This is an optimization exercise on Yosys and OpenROAD, whose aim is small area, a short achievable clock period and few clock cycles per item, not a production implementation. In this exercise RTL edits were held to simulation tests only and were not proved equivalent to the original. The flow treats the clock pin as an ideal source, which a real chip does not have.

**design/flow/design.v**
```verilog
`timescale 1ns/1ps
module invSbox
(
    input  logic [7:0] inByte,
    input  logic [7:0] keyByte,
    output logic [7:0] outByte
);
    logic [3:0] ah, al, s, d, lam;
    logic [8:0] p, q, r, fdi;
    assign ah = inByte[7:4];
    assign al = inByte[3:0];
    assign s  = ah ^ al;
    assign p[0] = ah[3] & al[3];
    assign p[1] = ah[2] & al[2];
    assign p[2] = (ah[3] ^ ah[2]) & (al[3] ^ al[2]);
    assign p[3] = ah[1] & al[1];
    assign p[4] = ah[0] & al[0];
    assign p[5] = (ah[1] ^ ah[0]) & (al[1] ^ al[0]);
    assign p[6] = (ah[3] ^ ah[1]) & (al[3] ^ al[1]);
    assign p[7] = (ah[2] ^ ah[0]) & (al[2] ^ al[0]);
    assign p[8] = ((ah[3] ^ ah[2]) ^ (ah[1] ^ ah[0])) & ((al[3] ^ al[2]) ^ (al[1] ^ al[0]));
    logic x8, x9, x10, x11, x12, x13, x14, x15, x16;
    assign x8 = inByte[1] ^ inByte[2];
    assign x9 = inByte[4] ^ inByte[6];
    assign x10 = x8 ^ x9;
    assign x11 = inByte[3] ^ inByte[5];
    assign x12 = inByte[0] ^ x10;
    assign x13 = inByte[7] ^ x11;
    assign x14 = x10 ^ x13;
    assign x15 = inByte[2] ^ x11;
    assign x16 = inByte[3] ^ inByte[4];
    assign lam[0] = x12;
    assign lam[1] = x14;
    assign lam[2] = x15;
    assign lam[3] = x16;
    logic y13, y14, y15, y16, y17, y18, y19, y20, y21, y22, y23, y24, y25, y26;
    assign y13 = p[0] ^ p[4];
    assign y14 = p[4] ^ p[7];
    assign y15 = p[2] ^ p[3];
    assign y16 = lam[0] ^ y13;
    assign y17 = y15 ^ y16;
    assign y18 = p[1] ^ p[5];
    assign y19 = lam[1] ^ y13;
    assign y20 = y18 ^ y19;
    assign y21 = p[3] ^ p[6];
    assign y22 = lam[2] ^ y14;
    assign y23 = y21 ^ y22;
    assign y24 = p[5] ^ p[8];
    assign y25 = lam[3] ^ y14;
    assign y26 = y24 ^ y25;
    assign d[0] = y17;
    assign d[1] = y20;
    assign d[2] = y23;
    assign d[3] = y26;
    always_comb
    begin
        case (d)
            4'd0: fdi = 9'b000000000;
            4'd1: fdi = 9'b110110000;
            4'd2: fdi = 9'b011011000;
            4'd3: fdi = 9'b101101000;
            4'd4: fdi = 9'b000101101;
            4'd5: fdi = 9'b101000101;
            4'd6: fdi = 9'b110101011;
            4'd7: fdi = 9'b101110011;
            4'd8: fdi = 9'b000110110;
            4'd9: fdi = 9'b110011101;
            4'd10: fdi = 9'b110000110;
            4'd11: fdi = 9'b011110101;
            4'd12: fdi = 9'b000011011;
            4'd13: fdi = 9'b101011110;
            4'd14: fdi = 9'b011101110;
            4'd15: fdi = 9'b011000011;
            default: fdi = 9'b0;
        endcase
    end
    assign q[0] = ah[3] & fdi[0];
    assign r[0] = s[3] & fdi[0];
    assign q[1] = ah[2] & fdi[1];
    assign r[1] = s[2] & fdi[1];
    assign q[2] = (ah[3] ^ ah[2]) & fdi[2];
    assign r[2] = (s[3] ^ s[2]) & fdi[2];
    assign q[3] = ah[1] & fdi[3];
    assign r[3] = s[1] & fdi[3];
    assign q[4] = ah[0] & fdi[4];
    assign r[4] = s[0] & fdi[4];
    assign q[5] = (ah[1] ^ ah[0]) & fdi[5];
    assign r[5] = (s[1] ^ s[0]) & fdi[5];
    assign q[6] = (ah[3] ^ ah[1]) & fdi[6];
    assign r[6] = (s[3] ^ s[1]) & fdi[6];
    assign q[7] = (ah[2] ^ ah[0]) & fdi[7];
    assign r[7] = (s[2] ^ s[0]) & fdi[7];
    assign q[8] = ((ah[3] ^ ah[2]) ^ (ah[1] ^ ah[0])) & fdi[8];
    assign r[8] = ((s[3] ^ s[2]) ^ (s[1] ^ s[0])) & fdi[8];
    logic z26, z27, z28, z29, z30, z31, z32, z33, z34, z35, z36, z37, z38, z39, z40, z41, z42, z43, z44, z45, z46, z47, z48, z49, z50, z51, z52, z53, z54, z55, z56, z57, z58, z59, z60, z61, z62, z63, z64, z65, z66;
    assign z26 = r[0] ^ r[1];
    assign z27 = q[4] ^ q[5];
    assign z28 = r[3] ^ z27;
    assign z29 = r[8] ^ z26;
    assign z30 = q[7] ^ q[8];
    assign z31 = r[5] ^ z28;
    assign z32 = q[0] ^ q[2];
    assign z33 = r[4] ^ r[6];
    assign z34 = q[0] ^ q[1];
    assign z35 = q[3] ^ r[7];
    assign z36 = z29 ^ z32;
    assign z37 = r[1] ^ r[2];
    assign z38 = keyByte[0] ^ z30;
    assign z39 = z37 ^ z38;
    assign z40 = z31 ^ z39;
    assign z41 = q[6] ^ q[7];
    assign z42 = keyByte[1] ^ z32;
    assign z43 = z41 ^ z42;
    assign z44 = r[3] ^ keyByte[2];
    assign z45 = z33 ^ z44;
    assign z46 = z29 ^ z45;
    assign z47 = keyByte[3] ^ z33;
    assign z48 = z34 ^ z28;
    assign z49 = z29 ^ z47;
    assign z50 = z48 ^ z49;
    assign z51 = r[6] ^ r[7];
    assign z52 = keyByte[4] ^ z26;
    assign z53 = z34 ^ z51;
    assign z54 = z52 ^ z53;
    assign z55 = z31 ^ z54;
    assign z56 = q[5] ^ keyByte[5];
    assign z57 = z30 ^ z35;
    assign z58 = z56 ^ z57;
    assign z59 = z36 ^ z58;
    assign z60 = r[6] ^ r[8];
    assign z61 = keyByte[6] ^ z30;
    assign z62 = z60 ^ z61;
    assign z63 = z31 ^ z62;
    assign z64 = q[4] ^ keyByte[7];
    assign z65 = z35 ^ z64;
    assign z66 = z65 ^ z36;
    assign outByte[0] = z40;
    assign outByte[1] = z43;
    assign outByte[2] = z46;
    assign outByte[3] = z50;
    assign outByte[4] = z55;
    assign outByte[5] = z59;
    assign outByte[6] = z63;
    assign outByte[7] = z66;
endmodule
`timescale 1ns/1ps
module invMixColumns
(
    input  logic [31:0] inCol,
    input  logic        flip,
    output logic [31:0] outCol
);
    logic l33, l34, l35, l36, l37, l38, l39, l40, l41, l42, l43, l44, l45, l46, l47, l48, l49, l50, l51, l52, l53, l54, l55, l56, l57, l58, l59, l60, l61, l62, l63, l64, l65, l66, l67, l68, l69, l70, l71, l72, l73, l74, l75, l76, l77, l78, l79, l80, l81, l82, l83, l84, l85, l86, l87, l88, l89, l90, l91, l92, l93, l94, l95, l96, l97, l98, l99, l100, l101, l102, l103, l104, l105, l106, l107, l108, l109, l110, l111, l112, l113, l114, l115, l116, l117, l118, l119, l120, l121, l122, l123, l124, l125, l126, l127, l128, l129, l130, l131, l132, l133, l134, l135, l136, l137, l138, l139, l140, l141, l142, l143, l144, l145, l146, l147, l148, l149, l150, l151, l152, l153, l154, l155, l156, l157, l158, l159, l160, l161, l162, l163, l164, l165, l166, l167, l168, l169, l170, l171, l172, l173, l174, l175, l176, l177, l178, l179, l180, l181, l182, l183, l184, l185, l186, l187, l188, l189, l190, l191, l192, l193, l194, l195, l196, l197, l198, l199, l200, l201, l202, l203, l204, l205, l206, l207, l208, l209, l210, l211, l212, l213, l214, l215, l216, l217, l218, l219, l220, l221, l222, l223, l224, l225, l226, l227, l228, l229, l230, l231, l232, l233, l234, l235, l236, l237, l238, l239, l240, l241, l242, l243, l244, l245, l246, l247;
    assign l33 = inCol[3] ^ inCol[7];
    assign l34 = inCol[19] ^ inCol[23];
    assign l35 = inCol[27] ^ inCol[31];
    assign l36 = inCol[11] ^ inCol[15];
    assign l37 = inCol[12] ^ inCol[28];
    assign l38 = l33 ^ l34;
    assign l39 = inCol[4] ^ inCol[20];
    assign l40 = l35 ^ l36;
    assign l41 = inCol[6] ^ flip;
    assign l42 = inCol[0] ^ inCol[17];
    assign l43 = inCol[1] ^ inCol[16];
    assign l44 = inCol[14] ^ inCol[22];
    assign l45 = inCol[9] ^ inCol[24];
    assign l46 = inCol[8] ^ inCol[25];
    assign l47 = l37 ^ l41;
    assign l48 = inCol[2] ^ inCol[26];
    assign l49 = inCol[18] ^ l43;
    assign l50 = inCol[5] ^ inCol[30];
    assign l51 = inCol[10] ^ l33;
    assign l52 = inCol[10] ^ l38;
    assign l53 = inCol[30] ^ l44;
    assign l54 = inCol[22] ^ l34;
    assign l55 = l38 ^ l40;
    assign l56 = l39 ^ l40;
    assign l57 = inCol[25] ^ l42;
    assign l58 = l35 ^ l48;
    assign l59 = inCol[15] ^ inCol[21];
    assign l60 = inCol[23] ^ inCol[31];
    assign l61 = inCol[26] ^ l45;
    assign l62 = inCol[18] ^ inCol[28];
    assign l63 = inCol[7] ^ l42;
    assign l64 = inCol[13] ^ inCol[14];
    assign l65 = inCol[1] ^ l46;
    assign l66 = l45 ^ l56;
    assign l67 = inCol[7] ^ l39;
    assign l68 = inCol[4] ^ inCol[26];
    assign l69 = inCol[29] ^ inCol[30];
    assign l70 = inCol[2] ^ l46;
    assign l71 = inCol[11] ^ inCol[20];
    assign l72 = l43 ^ l47;
    assign l73 = l53 ^ l72;
    assign l74 = inCol[3] ^ inCol[12];
    assign l75 = inCol[9] ^ inCol[29];
    assign l76 = l39 ^ l50;
    assign l77 = l47 ^ l60;
    assign l78 = inCol[0] ^ inCol[16];
    assign l79 = inCol[20] ^ inCol[31];
    assign l80 = inCol[5] ^ l37;
    assign l81 = inCol[27] ^ l36;
    assign l82 = l41 ^ l53;
    assign l83 = inCol[8] ^ inCol[24];
    assign l84 = inCol[13] ^ inCol[22];
    assign l85 = inCol[6] ^ inCol[15];
    assign l86 = inCol[23] ^ l69;
    assign l87 = inCol[18] ^ inCol[21];
    assign l88 = inCol[2] ^ inCol[6];
    assign l89 = inCol[13] ^ inCol[19];
    assign l90 = l36 ^ l89;
    assign l91 = inCol[12] ^ inCol[14];
    assign l92 = l49 ^ l51;
    assign l93 = inCol[24] ^ l71;
    assign l94 = l57 ^ l93;
    assign l95 = l52 ^ l94;
    assign l96 = l73 ^ l95;
    assign l97 = l74 ^ l75;
    assign l98 = l49 ^ l54;
    assign l99 = l58 ^ l97;
    assign l100 = l98 ^ l99;
    assign l101 = l59 ^ l76;
    assign l102 = l77 ^ l101;
    assign l103 = inCol[28] ^ inCol[29];
    assign l104 = l78 ^ l79;
    assign l105 = l103 ^ l54;
    assign l106 = l61 ^ l104;
    assign l107 = l105 ^ l106;
    assign l108 = inCol[29] ^ flip;
    assign l109 = l44 ^ l108;
    assign l110 = l76 ^ l109;
    assign l111 = l55 ^ l110;
    assign l112 = inCol[7] ^ inCol[27];
    assign l113 = inCol[30] ^ l46;
    assign l114 = l59 ^ l62;
    assign l115 = l112 ^ l54;
    assign l116 = l113 ^ l114;
    assign l117 = l115 ^ l116;
    assign l118 = inCol[1] ^ l34;
    assign l119 = l48 ^ l40;
    assign l120 = l63 ^ l118;
    assign l121 = l119 ^ l120;
    assign l122 = inCol[17] ^ l64;
    assign l123 = l49 ^ l61;
    assign l124 = l80 ^ l81;
    assign l125 = l122 ^ l52;
    assign l126 = l123 ^ l124;
    assign l127 = l125 ^ l126;
    assign l128 = inCol[0] ^ inCol[19];
    assign l129 = l62 ^ l128;
    assign l130 = l65 ^ l129;
    assign l131 = l82 ^ l130;
    assign l132 = l66 ^ l131;
    assign l133 = inCol[17] ^ l45;
    assign l134 = l50 ^ l71;
    assign l135 = l51 ^ l58;
    assign l136 = l133 ^ l134;
    assign l137 = l135 ^ l136;
    assign l138 = inCol[29] ^ l64;
    assign l139 = l67 ^ l138;
    assign l140 = l77 ^ l139;
    assign l141 = inCol[2] ^ inCol[4];
    assign l142 = inCol[28] ^ l35;
    assign l143 = l50 ^ l83;
    assign l144 = l141 ^ l63;
    assign l145 = l142 ^ l143;
    assign l146 = l144 ^ l145;
    assign l147 = l50 ^ l84;
    assign l148 = l47 ^ l147;
    assign l149 = l55 ^ l148;
    assign l150 = inCol[3] ^ l35;
    assign l151 = l43 ^ l68;
    assign l152 = l85 ^ l86;
    assign l153 = l150 ^ l151;
    assign l154 = l152 ^ l153;
    assign l155 = inCol[9] ^ inCol[15];
    assign l156 = l35 ^ l155;
    assign l157 = l70 ^ l156;
    assign l158 = l52 ^ l157;
    assign l159 = inCol[3] ^ inCol[13];
    assign l160 = l48 ^ l87;
    assign l161 = l159 ^ l54;
    assign l162 = l57 ^ l160;
    assign l163 = l161 ^ l162;
    assign l164 = l66 ^ l163;
    assign l165 = inCol[8] ^ inCol[9];
    assign l166 = inCol[27] ^ l42;
    assign l167 = l68 ^ l165;
    assign l168 = l38 ^ l166;
    assign l169 = l167 ^ l168;
    assign l170 = l73 ^ l169;
    assign l171 = l62 ^ l88;
    assign l172 = l51 ^ l57;
    assign l173 = l90 ^ l171;
    assign l174 = l172 ^ l173;
    assign l175 = inCol[31] ^ flip;
    assign l176 = l44 ^ l59;
    assign l177 = l175 ^ l67;
    assign l178 = l80 ^ l176;
    assign l179 = l177 ^ l178;
    assign l180 = inCol[4] ^ inCol[12];
    assign l181 = inCol[13] ^ l46;
    assign l182 = l78 ^ l85;
    assign l183 = l180 ^ l51;
    assign l184 = l181 ^ l182;
    assign l185 = l183 ^ l184;
    assign l186 = inCol[21] ^ inCol[30];
    assign l187 = l39 ^ l41;
    assign l188 = l64 ^ l186;
    assign l189 = l187 ^ l188;
    assign l190 = l55 ^ l189;
    assign l191 = inCol[5] ^ inCol[11];
    assign l192 = l33 ^ l45;
    assign l193 = l60 ^ l88;
    assign l194 = l91 ^ l191;
    assign l195 = l192 ^ l193;
    assign l196 = l194 ^ l195;
    assign l197 = inCol[17] ^ inCol[23];
    assign l198 = l197 ^ l40;
    assign l199 = l92 ^ l198;
    assign l200 = inCol[11] ^ inCol[21];
    assign l201 = l37 ^ l42;
    assign l202 = l69 ^ l200;
    assign l203 = l58 ^ l65;
    assign l204 = l201 ^ l202;
    assign l205 = l52 ^ l203;
    assign l206 = l204 ^ l205;
    assign l207 = inCol[16] ^ inCol[17];
    assign l208 = l74 ^ l207;
    assign l209 = l70 ^ l208;
    assign l210 = l82 ^ l209;
    assign l211 = l66 ^ l210;
    assign l212 = inCol[10] ^ inCol[14];
    assign l213 = l34 ^ l68;
    assign l214 = l87 ^ l212;
    assign l215 = l65 ^ l81;
    assign l216 = l213 ^ l214;
    assign l217 = l215 ^ l216;
    assign l218 = inCol[15] ^ flip;
    assign l219 = l37 ^ l84;
    assign l220 = l218 ^ l67;
    assign l221 = l86 ^ l219;
    assign l222 = l220 ^ l221;
    assign l223 = inCol[20] ^ inCol[21];
    assign l224 = inCol[23] ^ l36;
    assign l225 = l83 ^ l91;
    assign l226 = l223 ^ l49;
    assign l227 = l224 ^ l225;
    assign l228 = l226 ^ l227;
    assign l229 = inCol[21] ^ inCol[29];
    assign l230 = l44 ^ l229;
    assign l231 = l47 ^ l230;
    assign l232 = l55 ^ l231;
    assign l233 = inCol[10] ^ l44;
    assign l234 = l79 ^ l63;
    assign l235 = l90 ^ l233;
    assign l236 = l234 ^ l235;
    assign l237 = inCol[18] ^ inCol[25];
    assign l238 = inCol[31] ^ l36;
    assign l239 = l237 ^ l38;
    assign l240 = l61 ^ l238;
    assign l241 = l239 ^ l240;
    assign l242 = inCol[5] ^ inCol[6];
    assign l243 = inCol[19] ^ l75;
    assign l244 = l242 ^ l70;
    assign l245 = l243 ^ l56;
    assign l246 = l92 ^ l244;
    assign l247 = l245 ^ l246;
    assign outCol[0] = l96;
    assign outCol[1] = ~(l100);
    assign outCol[2] = l102;
    assign outCol[3] = l107;
    assign outCol[4] = ~(l111);
    assign outCol[5] = ~(l117);
    assign outCol[6] = ~(l121);
    assign outCol[7] = l127;
    assign outCol[8] = l132;
    assign outCol[9] = ~(l137);
    assign outCol[10] = l140;
    assign outCol[11] = l146;
    assign outCol[12] = ~(l149);
    assign outCol[13] = ~(l154);
    assign outCol[14] = ~(l158);
    assign outCol[15] = l164;
    assign outCol[16] = l170;
    assign outCol[17] = ~(l174);
    assign outCol[18] = l179;
    assign outCol[19] = l185;
    assign outCol[20] = ~(l190);
    assign outCol[21] = ~(l196);
    assign outCol[22] = ~(l199);
    assign outCol[23] = l206;
    assign outCol[24] = l211;
    assign outCol[25] = ~(l217);
    assign outCol[26] = l222;
    assign outCol[27] = l228;
    assign outCol[28] = ~(l232);
    assign outCol[29] = ~(l236);
    assign outCol[30] = ~(l241);
    assign outCol[31] = l247;
endmodule
module mixColumns
(
    input  logic [31:0] inCol,
    output logic [31:0] outCol
);
    logic m33, m34, m35, m36, m37, m38, m39, m40, m41, m42, m43, m44, m45, m46, m47, m48, m49, m50, m51, m52, m53, m54, m55, m56, m57, m58, m59, m60, m61, m62, m63, m64, m65, m66, m67, m68, m69, m70, m71, m72, m73, m74, m75, m76, m77, m78, m79, m80, m81, m82, m83, m84, m85, m86, m87, m88, m89, m90, m91, m92, m93, m94, m95, m96, m97, m98, m99, m100, m101, m102, m103, m104, m105, m106, m107, m108, m109, m110, m111, m112, m113, m114, m115, m116, m117, m118, m119, m120, m121, m122, m123, m124, m125, m126, m127, m128, m129, m130, m131, m132, m133, m134, m135, m136, m137, m138, m139, m140;
    assign m33 = inCol[7] ^ inCol[31];
    assign m34 = inCol[15] ^ inCol[23];
    assign m35 = inCol[7] ^ inCol[15];
    assign m36 = inCol[23] ^ inCol[31];
    assign m37 = inCol[8] ^ inCol[16];
    assign m38 = inCol[0] ^ inCol[24];
    assign m39 = inCol[9] ^ inCol[17];
    assign m40 = inCol[1] ^ inCol[25];
    assign m41 = inCol[10] ^ inCol[18];
    assign m42 = inCol[2] ^ inCol[26];
    assign m43 = inCol[11] ^ inCol[19];
    assign m44 = inCol[3] ^ inCol[27];
    assign m45 = inCol[12] ^ inCol[20];
    assign m46 = inCol[4] ^ inCol[28];
    assign m47 = inCol[13] ^ inCol[21];
    assign m48 = inCol[5] ^ inCol[29];
    assign m49 = inCol[14] ^ inCol[22];
    assign m50 = inCol[6] ^ inCol[30];
    assign m51 = inCol[24] ^ m33;
    assign m52 = m37 ^ m51;
    assign m53 = inCol[25] ^ m33;
    assign m54 = m38 ^ m39;
    assign m55 = m53 ^ m54;
    assign m56 = inCol[26] ^ m40;
    assign m57 = m41 ^ m56;
    assign m58 = inCol[27] ^ m33;
    assign m59 = m42 ^ m43;
    assign m60 = m58 ^ m59;
    assign m61 = inCol[28] ^ m33;
    assign m62 = m44 ^ m45;
    assign m63 = m61 ^ m62;
    assign m64 = inCol[29] ^ m46;
    assign m65 = m47 ^ m64;
    assign m66 = inCol[30] ^ m48;
    assign m67 = m49 ^ m66;
    assign m68 = inCol[31] ^ m34;
    assign m69 = m50 ^ m68;
    assign m70 = inCol[16] ^ m35;
    assign m71 = m38 ^ m70;
    assign m72 = inCol[0] ^ inCol[8];
    assign m73 = inCol[17] ^ m35;
    assign m74 = m40 ^ m72;
    assign m75 = m73 ^ m74;
    assign m76 = inCol[1] ^ inCol[9];
    assign m77 = inCol[18] ^ m42;
    assign m78 = m76 ^ m77;
    assign m79 = inCol[2] ^ inCol[10];
    assign m80 = inCol[19] ^ m35;
    assign m81 = m44 ^ m79;
    assign m82 = m80 ^ m81;
    assign m83 = inCol[3] ^ inCol[11];
    assign m84 = inCol[20] ^ m35;
    assign m85 = m46 ^ m83;
    assign m86 = m84 ^ m85;
    assign m87 = inCol[4] ^ inCol[12];
    assign m88 = inCol[21] ^ m48;
    assign m89 = m87 ^ m88;
    assign m90 = inCol[5] ^ inCol[13];
    assign m91 = inCol[22] ^ m50;
    assign m92 = m90 ^ m91;
    assign m93 = inCol[6] ^ inCol[14];
    assign m94 = inCol[23] ^ m33;
    assign m95 = m93 ^ m94;
    assign m96 = inCol[8] ^ m34;
    assign m97 = m38 ^ m96;
    assign m98 = inCol[9] ^ m34;
    assign m99 = m37 ^ m40;
    assign m100 = m98 ^ m99;
    assign m101 = inCol[10] ^ m39;
    assign m102 = m42 ^ m101;
    assign m103 = inCol[11] ^ m34;
    assign m104 = m41 ^ m44;
    assign m105 = m103 ^ m104;
    assign m106 = inCol[12] ^ m34;
    assign m107 = m43 ^ m46;
    assign m108 = m106 ^ m107;
    assign m109 = inCol[13] ^ m45;
    assign m110 = m48 ^ m109;
    assign m111 = inCol[14] ^ m47;
    assign m112 = m50 ^ m111;
    assign m113 = inCol[15] ^ m33;
    assign m114 = m49 ^ m113;
    assign m115 = inCol[0] ^ m36;
    assign m116 = m37 ^ m115;
    assign m117 = inCol[1] ^ inCol[16];
    assign m118 = inCol[24] ^ m36;
    assign m119 = m39 ^ m117;
    assign m120 = m118 ^ m119;
    assign m121 = inCol[2] ^ inCol[17];
    assign m122 = inCol[25] ^ m41;
    assign m123 = m121 ^ m122;
    assign m124 = inCol[3] ^ inCol[18];
    assign m125 = inCol[26] ^ m36;
    assign m126 = m43 ^ m124;
    assign m127 = m125 ^ m126;
    assign m128 = inCol[4] ^ inCol[19];
    assign m129 = inCol[27] ^ m36;
    assign m130 = m45 ^ m128;
    assign m131 = m129 ^ m130;
    assign m132 = inCol[5] ^ inCol[20];
    assign m133 = inCol[28] ^ m47;
    assign m134 = m132 ^ m133;
    assign m135 = inCol[6] ^ inCol[21];
    assign m136 = inCol[29] ^ m49;
    assign m137 = m135 ^ m136;
    assign m138 = inCol[7] ^ inCol[22];
    assign m139 = inCol[30] ^ m34;
    assign m140 = m138 ^ m139;
    assign outCol[0] = m52;
    assign outCol[1] = m55;
    assign outCol[2] = m57;
    assign outCol[3] = m60;
    assign outCol[4] = m63;
    assign outCol[5] = m65;
    assign outCol[6] = m67;
    assign outCol[7] = m69;
    assign outCol[8] = m71;
    assign outCol[9] = m75;
    assign outCol[10] = m78;
    assign outCol[11] = m82;
    assign outCol[12] = m86;
    assign outCol[13] = m89;
    assign outCol[14] = m92;
    assign outCol[15] = m95;
    assign outCol[16] = m97;
    assign outCol[17] = m100;
    assign outCol[18] = m102;
    assign outCol[19] = m105;
    assign outCol[20] = m108;
    assign outCol[21] = m110;
    assign outCol[22] = m112;
    assign outCol[23] = m114;
    assign outCol[24] = m116;
    assign outCol[25] = m120;
    assign outCol[26] = m123;
    assign outCol[27] = m127;
    assign outCol[28] = m131;
    assign outCol[29] = m134;
    assign outCol[30] = m137;
    assign outCol[31] = m140;
endmodule
`timescale 1ns/1ps
module invRoundDatapath
(
    input  logic [128-1:0] roundState,
    input  logic [128-1:0] roundKey,
    input  logic  stateFlip,
    output logic [128-1:0] nextState
);
    logic [128-1:0] mixed;
    for (genvar c = 0; c < 4; c++)
    begin : genMixCol
        invMixColumns invMixColumns_i
        (
            .inCol  (roundState[127-32*c -: 32]),
            .flip   (stateFlip),
            .outCol (mixed[127-32*c -: 32])
        );
    end
    for (genvar c = 0; c < 4; c++)
    begin : genSboxCol
        for (genvar r = 0; r < 4; r++)
        begin : genSboxRow
            invSbox invSbox_i
            (
                .inByte  (mixed[127-32*((c+4-r)%4)-8*r -: 8]),
                .keyByte (roundKey[127-32*c-8*r -: 8]),
                .outByte (nextState[127-32*c-8*r -: 8])
            );
        end
    end
endmodule
`timescale 1ns/1ps
module roundKeyStore
(
    input  logic     clk,
    input  logic     busy,
    input  logic     busyN,
    input  logic [1408-1:0]   expandedKey,
    output logic [128-1:0]    roundKey
);
    logic [128-1:0] keySlot [0:10-1];
    function automatic logic [128-1:0] keyOf(input logic [1408-1:0] sched, input int r);
        keyOf = {sched[32*(4*r) +: 32], sched[32*(4*r+1) +: 32],
                 sched[32*(4*r+2) +: 32], sched[32*(4*r+3) +: 32]};
    endfunction
    always_ff @(posedge clk)
    begin
        for (int i = 0; i < 10-1; i++)
            keySlot[i] <= ~(({128{busyN}} | keySlot[i+1]) &
                            ({128{busy}} | keyOf(expandedKey, 10-1-i)));
        keySlot[10-1] <= keyOf(expandedKey, 0);
    end
    assign roundKey = keySlot[0];
endmodule
`timescale 1ns/1ps
module aesDecryptCtrl
(
    input  logic     clk,
    input  logic     rstN,
    input  logic     inValid,
    input  logic [128-1:0]    cipherText,
    input  logic [128-1:0]    whitenKey,
    input  logic [128-1:0]    nextState,
    output logic     busy,
    output logic     busyN,
    output logic [128-1:0]    roundState,
    output logic     stateFlip,
    output logic     outValid
);
    logic [3:0] roundsLeft;
    logic       finalRound;
    logic [128-1:0] whitened;
    logic [128-1:0] whitenedMixed;
    assign finalRound = (roundsLeft == 4'd0);
    assign stateFlip  = roundsLeft[0];
    always_ff @(posedge clk)
    begin
        if (!rstN)
        begin
            busy     <= 1'b0;
            busyN    <= 1'b1;
            outValid <= 1'b0;
        end
        else
        begin
            outValid <= busy && finalRound;
            if (!busy)
            begin
                busy  <= inValid;
                busyN <= !inValid;
            end
            else if (finalRound)
            begin
                busy  <= 1'b0;
                busyN <= 1'b1;
            end
        end
    end
    always_ff @(posedge clk)
    begin
        if (!busy)
            roundsLeft <= 4'(10 - 1);
        else
            roundsLeft <= roundsLeft - 4'd1;
    end
    assign whitened = cipherText ^ whitenKey;
    for (genvar c = 0; c < 4; c++)
    begin : genWhitenCol
        mixColumns mixColumns_i
        (
            .inCol  (whitened[127-32*c -: 32]),
            .outCol (whitenedMixed[127-32*c -: 32])
        );
    end
    always_ff @(posedge clk)
        roundState <= ~(({128{busyN}} | nextState) &
                        ({128{busy}} | whitenedMixed));
endmodule
`timescale 1ns/1ps
module aesDecryptTop
(
    input  logic   clk,
    input  logic   rstN,
    input  logic   inValid,
    input  logic [128-1:0]  cipherText,
    input  logic [1408-1:0] expandedKey,
    output logic   outValid,
    output logic [128-1:0]  plainText
);
    logic     busy;
    logic     busyN;
    logic     stateFlip;
    logic [128-1:0]    roundKey;
    logic [128-1:0]    roundState;
    logic [128-1:0]    nextState;
    aesDecryptCtrl aesDecryptCtrl_i
    (
        .clk        (clk),
        .rstN       (rstN),
        .inValid    (inValid),
        .cipherText (cipherText),
        .whitenKey  ({expandedKey[32*40 +: 32], expandedKey[32*41 +: 32],
                      expandedKey[32*42 +: 32], expandedKey[32*43 +: 32]}),
        .nextState  (nextState),
        .busy       (busy),
        .busyN      (busyN),
        .roundState (roundState),
        .stateFlip  (stateFlip),
        .outValid   (outValid)
    );
    roundKeyStore roundKeyStore_i
    (
        .clk         (clk),
        .busy        (busy),
        .busyN       (busyN),
        .expandedKey (expandedKey),
        .roundKey    (roundKey)
    );
    invRoundDatapath invRoundDatapath_i
    (
        .roundState (roundState),
        .roundKey   (roundKey),
        .stateFlip  (stateFlip),
        .nextState  (nextState)
    );
    assign plainText = roundState;
endmodule
```
**design/flow/flow/run.sh**
```bash
#!/bin/bash
# The standard layout (standard.sh), with:
#  - synthesis by synth_recipe.tcl, but ABC mapping with an area-oriented script
#    (abc -script replaced; flip-flops are mapped before ABC, so unchanged);
#  - buf_1 port buffers, pins one track apart;
#  - timing repair aiming below the 21 ns period (SETUP_SLACK_MARGIN);
#  - a clock tree of clkbuf_16 without dummy loads;
#  - the state flip-flops and output buffers one size up before the clock
#    tree (flow/pre_cts.tcl);
#  - if the routed layout has antenna violations, placement and routing are
#    redone once or twice with a slightly different placement density.
# Each run of standard.sh logs to standard_flow_N.log; ORFS keeps each step's
# log under orfs/logs/.
set -uo pipefail
W=$PWD
MARGIN="15.3"
MARGIN2="15.45"
CTSBUF="sky130_fd_sc_hd__clkbuf_16"
CTSEXTRA="-sink_clustering_size 20 -sink_clustering_max_diameter 100"
DENSITY="0.60"
EXTRA=""
cp flow/map.abc $W/map.abc
cat > $W/my_synth.tcl <<EOT
proc abc {args} {
  set i [lsearch -exact \$args -script]
  if {\$i >= 0} { lset args [expr {\$i+1}] $W/map.abc }
  yosys abc {*}\$args
}
source $W/synth_recipe.tcl
EOT
run_flow() {
  bash standard.sh \
    SYNTH_SCRIPT=$W/my_synth.tcl \
    BUFFER_PORTS_ARGS="-buffer_cell sky130_fd_sc_hd__buf_1" \
    PLACE_PINS_ARGS="-min_distance 1 -min_distance_in_tracks" \
    SETUP_SLACK_MARGIN=$MARGIN \
    PRE_CTS_TCL=$W/flow/pre_cts.tcl \
    CTS_ARGS="-sink_clustering_enable -repair_clock_nets -dont_use_dummy_load -buf_list {$CTSBUF} $CTSEXTRA" \
    $EXTRA "$@"
}
antennas() {
  local odb=$W/orfs/results/sky130hd/aesDecryptTop/base/6_final.odb
  [[ -f $odb ]] || { echo 1; return; }
  printf 'read_db %s\nputs "ANTENNAS [check_antennas]"\n' "$odb" > $W/antennas.tcl
  openroad -no_init -exit $W/antennas.tcl > $W/antennas_check.log 2>&1
  grep -o 'ANTENNAS [0-9]*' $W/antennas_check.log | awk '{print $2}' | tail -1
}
run_flow PLACE_DENSITY=$DENSITY cts > standard_flow_0.log 2>&1
run_flow PLACE_DENSITY=$DENSITY SETUP_SLACK_MARGIN=$MARGIN2 finish > standard_flow_0b.log 2>&1
for try in 1 2; do
  n=$(antennas)
  echo "antenna check after try $((try-1)): ${n:-unknown}" >> flow_retries.log
  [[ "$n" == "0" ]] && break
  bash standard.sh clean_place clean_cts clean_route clean_finish > standard_clean_$try.log 2>&1
  d=$(python3 -c "print(f'{$DENSITY + 0.01*$try:.2f}')")
  run_flow PLACE_DENSITY=$d finish > standard_flow_$try.log 2>&1
done
```
**design/flow/flow/map.abc**
```
&get -n; &st; &dch; &nf -R 20; &put
```
**design/flow/flow/pre_cts.tcl**
```tcl
# the state register drives the plainText outputs: give its flip-flops and
# the output port buffers one size up before the clock tree is built.
set n 0
foreach inst [[ord::get_db_block] getInsts] {
  set nm [$inst getName]
  set m [[$inst getMaster] getName]
  if {[string match "*roundState*" $nm] && $m eq "sky130_fd_sc_hd__dfxtp_1"} {
    replace_cell [get_cells $nm] sky130_fd_sc_hd__dfxtp_2
    incr n
  }
}
puts "resized $n state flip-flops"
set n 0
foreach bt [[ord::get_db_block] getBTerms] {
  if {![string match "plainText*" [$bt getName]]} { continue }
  foreach it [[$bt getNet] getITerms] {
    set inst [$it getInst]
    if {[[$inst getMaster] getName] eq "sky130_fd_sc_hd__buf_1"} {
      replace_cell [get_cells [$inst getName]] sky130_fd_sc_hd__buf_2
      incr n
    }
  }
}
puts "resized $n output buffers"
```
**design/flow/standard.sh**
```bash
#!/bin/bash
# synth_recipe.tcl (not shown) runs the flow's synth.tcl, then flattens the netlist and writes it again
# the make line also repeats each setting of config.mk as NAME=value (left out here)
make -C /OpenROAD-flow-scripts/flow DESIGN_CONFIG=/design/flow/config.mk WORK_HOME=/design/flow/orfs CLKGATE_MAP_FILE= SYNTH_SCRIPT=/design/flow/synth_recipe.tcl "${@:-finish}"
```
**design/flow/config.mk**
```make
export PLATFORM = sky130hd
export DESIGN_NAME = aesDecryptTop
export DESIGN_NICKNAME = aesDecryptTop
export VERILOG_FILES = /design/flow/design.v
export SDC_FILE = /design/flow/constraint.sdc
export NUM_CORES = 8
export LEC_CHECK = 0
export CAP_MARGIN = 20
export CORE_AREA = 4 4 376 376
export DIE_AREA = 0 0 380 380
export SLEW_MARGIN = 20
```
**design/flow/constraint.sdc**
```tcl
create_clock -name core_clock -period 21.0 [get_ports {clk}]
set_input_delay 4.2000 -clock core_clock [delete_from_list [all_inputs] [get_ports {clk}]]
set_output_delay 4.2000 -clock core_clock [all_outputs]
set_load 0.01 [all_outputs]
```
==> results.tsv <==
stage	metric	value	unit
logic_synthesis	Mapped Cells	6532	
place	half-perimeter wire length after detailed placement	183	mm
place	RePlAce Congestion	0.967	
die	row cnt	136	
detailed_routing	vias per cell	5.34	
final_layout	Final Non-Filler Cells	10400	
timing	Tmin final	5.60	ns
timing	RSZ-0062 raised after global routing	true	
logic_synthesis	Post-synth ARST share	0	
min_path	HP Class	flip-flop to flip-flop	
job	Max Cap Viol	0	
worst_setup_path	CP max FO	7	
timing	Final Cycle Share	0.266	
worst_setup_path	Critical path buffers and inverters	1	
outcome	status	complete, no violations	
grt	global route overflow	0	
logic_synthesis	dominant cells by area after synthesis	dfxtp_1 42%, xnor2_1 25%, o22ai_1 12%, xor2_1 8.5%, xnor3_1 2.2%	
logic_synthesis	average cell area after synthesis	10.3	um^2
worst_setup_path	max incr delay on CP	0.49	ns
final_layout	multi-input logic area	42400	um^2
worst_setup_path	Crit Path Category	flip-flop to output port	
worst_setup_path	critical path launch point type	flip-flop	
logic_synthesis	Synth Warn #	4	
place	IO buf count	1667	
die	Top Ports	1668	
timing	final setup margin	15.40	ns
logic_synthesis	area leader, netlist	dfxtp_1	
worst_setup_path	Worst R2R Setup Slack	15.57	ns
timing	Layout Skew	0.105	ns
logic_synthesis	predominant post-synthesis flop cell	dfxtp_1	
clock_tree	TritonCTS clock tree	built	
worst_setup_path	Worst path slowest cell	dfxtp_2	
place	post-place setup slack	14.14	ns
timing	Max-Slew Margin vs Limit	0.217	
detailed_routing	drt initial violations	3377	
final_layout	P&R area growth vs syn	26.4	%
final_layout	Fillers	12000	
logic_synthesis	Yosys cell types	55	
worst_setup_path	Worst Setup End Kind	output port	
worst_setup_path	Top delay family on crit path	flip-flops	
die	die width	380	um
die	initial core utilization	0.490	
worst_setup_path	CP Data Arrival Time	1.40	ns
detailed_routing	post-route ant nets	0	
die	core box area	137000	um^2
detailed_routing	total wire length	236	mm
grt	GRT Util Overall	0.303	
clock_tree	Sink Count	1415	
detailed_routing	WL per Instance	22.6	um
grt	vias in the first global route	55100	
clock_tree	clk slew on worst S/H paths	0.09	ns
logic_synthesis	Syn Std Cell Area	67300	um^2
logic_synthesis	synthesized net count	8186	
logic_synthesis	EDFF count, synth	0	
die	die area	144000	um^2
final_layout	Final Net Count	10200	
worst_setup_path	Crit path required time	16.80	ns
place	Placed Instances	10000	
grt	initial antenna violation count	100	
timing	Hold WS	0.371	ns
detailed_routing	via count	55800	
logic_synthesis	Yosys reg bits	1415	
worst_setup_path	worst path cell trace	buf_2	
die	height of the die	380	um
timing	endpoints failing setup	0	
timing	FMAX	0.179	GHz
grt	largest net degree at the start of global routing	251	
grt	first-pass GRT wire length	339	mm
logic_synthesis	top cell type's share of synthesized area	0.421	
detailed_routing	DRC violations left	0	
final_layout	layout cell share with drive strength beyond 1	0.121	
timing	Slew Limit Fails	0	
logic_synthesis	sequential area share after synthesis	0.421	
clock_tree	Worst-Skew Late Latency	0.73	ns
final_layout	sequential cell area	28800	um^2
detailed_routing	First-pass DRT Iterations	5	
timing	Setup TNS Final	0	ns
timing	slew of the pin with the lowest slew margin	1.17	ns
timing	Final Hold Vio Count	0	
clock_tree	Num CTS Buffers	84	
==> cells in the final DEF, fill, tap and decap left out, types with 48 or more instances in the layout <==
cell type,synthesis,routed
a21oi_1,77,76
buf_1,0,1539
buf_2,0,78
buf_4,0,308
clkbuf_16,0,84
clkinv_1,88,80
dfxtp_1,1415,1284
dfxtp_4,0,110
diode_2,0,62
ha_1,115,113
nand2_1,235,234
nand2b_1,68,68
nor2_1,286,283
nor2b_1,48,48
o21ai_0,61,59
o22ai_1,1290,1290
xnor2_1,1924,1654
xnor2_2,0,204
xnor2_4,0,66
xnor3_1,65,48
xor2_1,652,567
xor2_2,0,61
==> through the flow <==
step	area (um^2)	utilization
floorplan	67300	-
global placement	76100	0.554
detailed placement	76100	0.554
CTS	80200	0.583
global route	85000	0.618
finish	85100	0.619
==> flip-flops by register name, indices dropped and copies added, names as in the netlist <==
name / flops
roundKeyStore_i.keySlot: 1280
aesDecryptCtrl_i.roundState: 128
aesDecryptCtrl_i.roundsLeft: 4
aesDecryptCtrl_i.busy: 1
aesDecryptCtrl_i.busyN: 1
aesDecryptCtrl_i.outValid: 1
==> layout make-up <==
class,count,area share
antenna,62,0.00182
clock buffer,84,0.0247
multi-input combinational,5029,0.498
timing repair buffer,1970,0.107
inverter,88,0.00388
tap,1794,0.0264
sequential,1415,0.338
==> synthesized netlist by cell type, types with 11 or more instances <==
cell      number
o22ai_1     1290
and2_0        27
o21ai_0       61
dfxtp_1     1415
clkinv_1      88
xnor2_1     1924
or2_0         17
ha_1         115
a21oi_1       77
nor2_1       286
xnor3_1       65
nor2b_1       48
nand2b_1      68
nand2_1      235
xor2_1       652
nor3_1        15
o21a_1        11
==> metal layers <==
| layer | vias to the layer above | GRT usage | share of wire |
|---|---|---|---|
| li1 | 26900 | - | - |
| met1 | 26200 | 0.362 | 0.40 |
| met2 | 2044 | 0.490 | 0.46 |
| met3 | 661 | 0.0931 | 0.076 |
| met4 | 74 | 0.161 | 0.061 |
| met5 | - | 0 | 0.0021 |
==> final timing paths <==
kind                                                      start  cells after the start                                to
worst max register to register  aesDecryptCtrl_i.roundState[57]                     19  aesDecryptCtrl_i.roundState[107]
worst max-delay path            aesDecryptCtrl_i.roundState[87]                      1                     plainText[87]
worst min-delay path             roundKeyStore_i.keySlot[3][46]                      1    roundKeyStore_i.keySlot[2][46]
worst min register to register   roundKeyStore_i.keySlot[3][46]                      1    roundKeyStore_i.keySlot[2][46]
==> kinds of logic (layout without fill, tap and decap cells) <==
family	after synthesis	in the layout	synth area share
other	0	62	0
flip-flops	1415	1415	0.421
multiplexers	16	16	0.00284
AND/OR/NAND/NOR	715	715	0.0468
XOR/XNOR	2651	2651	0.360
adder cells (fa/ha/maj)	115	115	0.0214
AO/OA/AOI/OAI	1532	1532	0.143
buffers and inverters	88	2142	0.00491
==> timing repair <==
action / in CTS / in global routing
endpoints found under the hold margin: 0 / 0
pin swaps: 9 / 89
endpoints found under the setup margin: 136 / 242
setup buffers: 7 / 264
gates resized for setup: 209 / 479
hold buffers: 0 / 0
Testbench counts, summed over its fixed seeds: cycles 5,640, items 512.

## port drivers added, routing unchanged
The results above use ideal ports. As a check the final layout listed here was re-extracted and re-timed, cells and wires unchanged.
Step 1, drivers: a clkbuf_16 drives clk and a buf_2 each remaining input, both assumed.
Step 2 times the ports against the registers' clock, not the clock port: input delays grow and output delays shrink by t, the midpoint of the rising clock arrivals with the driver on.
Three values: ideal ports, drivers, drivers and shift; two values: the first two.
t, ns: 0.766
setup slack, ns: 15.404 / 15.320 / 14.753
hold slack, ns: 0.371 / 0.371 / 0.371
clock arrival spread, ns: 0.117 / 0.117
worst register clock-pin slew, ns: 0.09 / 0.09
After both steps setup and hold are still met in this run. The setup slack of this run moves by -0.084 ns with the drivers and by -0.651 ns with both steps.
